This design comes from an exercise in tuning for small area, a short achievable clock period and few clock cycles per item on the open sky130 flow, not from production work.
Function was checked by simulation only, so behaviour that the tests miss may differ from the original.
Power and IR drop assume default switching activity.

// queued_sine_tone_generator_core
module queued_sine_tone_generator_core (
    input  logic                   clk,
    input  logic                   rst_n,
    input  logic                   cfg_write,
    input  logic      [15:0]       cfg_data,
    input  logic                   item_valid,
    output logic                   item_stall,
    input  logic      [47:0]       item,
    output logic                   result_valid,
    input  logic                   result_stall,
    output logic [22:0]            result
);
Size in the first run: ~1,300 flip-flops, about 94 I/O pins.
clock: 10.0 ns
lec_check: 0
cap_margin: 20
core_margin: 2
core_utilization: 60
cts_buf_list: sky130_fd_sc_hd__clkbuf_8
setup_slack_margin: 5
slew_margin: 20
run.sh (not shown) runs the stock make flow with config.mk's settings and CLKGATE_MAP_FILE= SYNTH_SCRIPT=/design/flow/synth_recipe.tcl, a recipe that flattens the netlist after the stock synthesis.
The baseline ran to the end with no violations.
Testbench counts at the start, summed over its fixed seeds: cycles 2,272, items 2,048.
Rerun with:
==> flow/flow/run.sh (new file) <==
#!/bin/bash
set -o pipefail
{ echo "== standard.sh"; cat standard.sh; echo "== config.mk"; cat config.mk; echo "== constraint.sdc"; cat constraint.sdc; } > flow_info.log 2>&1
export SETUP_SLACK_MARGIN=6
bash standard.sh > standard.log 2>&1
==> flow/standard.sh (new file) <==
#!/bin/bash
# synth_recipe.tcl (not shown) runs the flow's synth.tcl, then flattens the netlist and writes it again
# the make line also repeats each setting of config.mk as NAME=value (left out here)
make -C /OpenROAD-flow-scripts/flow DESIGN_CONFIG=/design/flow/config.mk WORK_HOME=/design/flow/orfs CLKGATE_MAP_FILE= SYNTH_SCRIPT=/design/flow/synth_recipe.tcl "${@:-finish}"
- CTS_BUF_LIST: sky130_fd_sc_hd__clkbuf_8 -> not set
- SETUP_SLACK_MARGIN: 5 -> not set
removed: flow/run.sh
What happened: The changed run completed with no timing, DRC or antenna violations. Sequential share of layout area falls by 3.6 points. Power rises by about 14%. Clock-buffer cell count falls by 49.

---

the reference run:
queued_sine_tone_generator_core, a different RTL version from the one above (not shown whole).
Size in the first run: roughly 6800 cells after synthesis, ~1300 flip-flops, roughly 94 I/O pins.
export LEC_CHECK = 0
export CAP_MARGIN = 20
export CORE_MARGIN = 2
export CORE_UTILIZATION = 60
export CTS_BUF_LIST = sky130_fd_sc_hd__clkbuf_8
export SLEW_MARGIN = 20
create_clock -name core_clock -period 10.0 [get_ports {clk}]
standard.sh (not shown) runs the stock make flow with config.mk's settings and CLKGATE_MAP_FILE= SYNTH_SCRIPT=/design/flow/synth_recipe.tcl, a recipe that flattens the netlist after the stock synthesis.
==> flow/flow/run.sh <==
#!/bin/bash
set -o pipefail
{ echo "== standard.sh"; cat standard.sh; echo "== config.mk"; cat config.mk; echo "== constraint.sdc"; cat constraint.sdc; } > flow_info.log 2>&1
export SETUP_SLACK_MARGIN=5.5
bash standard.sh > standard.log 2>&1
Testbench counts of the reference run, summed over its fixed seeds: cycles 2,245, items 2,048.
Setup changes, the reference run to the trial run
Settings: changing CORE_UTILIZATION from 60 to 55.
--- outcome ---
- The clock transition at the registers of the reported paths on the trial run is in line with that on the reference run.
- NOTE: total wirelength of the detailed-routed design in the trial run exceeds that of the reference run
- Between the trial run and the reference run, it is the trial run whose setup slack is higher, by 0.11 ns.
- Looking at the trial run and the reference run, the post-layout total power is a wash.
- On logic depth of the worst path, buffers included, the lower figure sits with the trial run, not the reference run.
- Delta (the trial run minus the reference run): via count lower; combinational power share roughly the same.

---

Another version of the RTL of queued_sine_tone_generator_core (not shown whole).
Size: about 6800 cells after synthesis, ~94 I/O pins, roughly 0.076 sq mm of cells after synthesis.
Design queued_sine_tone_generator_core, start of the top module:
module queued_sine_tone_generator_core (
    input  logic                   clk,
    input  logic                   rst_n,
    input  logic                   cfg_write,
    input  logic      [15:0]       cfg_data,
    input  logic                   item_valid,
    output logic                   item_stall,
    input  logic      [47:0]       item,
    output logic                   result_valid,
    input  logic                   result_stall,
    output logic [22:0]            result
);
    localparam logic [15:0] RATE_RESET = qstg_pkg::RATE_RESET;
    localparam logic [15:0] BIG_LIMIT  = qstg_pkg::BIG_LIMIT;
    localparam logic [2:0] J_E3 = 3'd0;   
    localparam logic [2:0] J_E4 = 3'd1;   
    localparam logic [2:0] J_AB = 3'd2;   
    localparam logic [2:0] J_PH = 3'd3;   
    localparam logic [2:0] J_HD = 3'd4;   
    localparam logic [2:0] J_EN = 3'd5;   
    localparam logic [2:0] J_BG = 3'd6;   
    logic        v0;
    logic [47:0] it0;
    logic [1:0]  op0;
    logic [14:0] f0;
    logic [14:0] a0;
    logic [15:0] d0;
    assign op0 = it0[47:46];
    assign f0  = it0[45:31];
    assign a0  = it0[30:16];
    assign d0  = it0[15:0];
    logic [15:0] rate;
    logic [17:0] rate3;      
    logic        rz;         
    logic        rbig;       
    logic [9:0]  ab_a;       
    logic [9:0]  ab_b;
    logic [9:0]  thr;        
    logic        abv;
    logic [3:0]  hp;
    logic [3:0]  tp;
    logic [4:0]  used;
    logic [22:0] dm;         
    logic [15:0] ee;
    logic        hinit;      
    logic        hadv;       
    logic [9:0]  idx;
    logic [7:0]  nidx;       
    logic [15:0] r;          
    logic        pint;
    logic        prev;
    logic [9:0]  qf;
    logic [15:0] rf;
    logic [16*15-1:0] mf;
    logic [16*15-1:0] ma;
    logic [16*22-1:0] mc;
    logic [15:0]      mm;
    logic [15:0] rc;
    logic        ebusy;
    logic [2:0]  ejob;
    logic        emul;
    logic [4:0]  ecnt;
    logic        eh;
  ...
clock: 10.0 ns
lec_check: 0
cap_margin: 20
core_margin: 2
core_utilization: 40
slew_margin: 20
run.sh (not shown) runs the stock make flow with config.mk's settings and CLKGATE_MAP_FILE= SYNTH_SCRIPT=/design/flow/synth_recipe.tcl, a recipe that flattens the netlist after the stock synthesis.
Stock flow here: none of the scripts above is used.
The first run passed the timing, design-rule and antenna checks.
Testbench counts at the start, summed over its fixed seeds: cycles 2,299, items 2,048.
Change:
Settings changed: CORE_UTILIZATION 40 to 50, SETUP_SLACK_MARGIN set to 5.
- utilization came out higher by 15 points
- sequential power fell by about 0.5%
- clock-buffer cell count is lower by 2
- power rises by 8.6%
- synthesized area does not change
- register-to-register slack improved by 2.2 ns

-- re-timing with driven ports --
No port has a modelled driver above. Below, the same layouts with a new extraction and two added sets of constraints. Step 1: set_driving_cell puts a clkbuf_16 on clk and a buf_2 on each other input, an assumption about the parent block. Step 2 moves the port delays by t, midway between the first and last clock arrival at a register: inputs arrive t later, outputs are due t later. That takes back most of the time a late clock gives input paths. Slacks: ideal / step 1 / step 2; pairs: ideal / step 1.
| run | t, ns | setup slack, ns | worst setup path after step 2 | clock arrival spread, ns | slew at the worst register clock pin (ns) |
|---|---|---|---|---|---|
| the first run of note 1 | 1.046 | 5.024 / 5.056 / 4.027 | input to register | 0.075 / 0.075 | 0.08 / 0.08 |
| the second run of note 1 | 0.869 | 5.486 / 5.486 / 5.139 | input to register | 0.103 / 0.103 | 0.07 / 0.07 |
| the reference run | 1.050 | 5.366 / 5.366 / 4.385 | input to register | 0.122 / 0.122 | 0.08 / 0.08 |
| the trial run | 1.079 | 5.480 / 5.463 / 4.455 | input to register | 0.110 / 0.110 | 0.07 / 0.07 |
| the first run of note 3 | 0.867 | 2.689 / 2.689 / 2.195 | input to register | 0.071 / 0.071 | 0.06 / 0.06 |
| the second run of note 3 | 0.869 | 4.789 / 4.829 / 3.960 | input to register | 0.060 / 0.060 | 0.07 / 0.07 |
After both steps every run listed still meets setup and hold. The setup slack of the trial run, which loses most, moves by -0.017 ns with the drivers and by -1.025 ns with both steps.
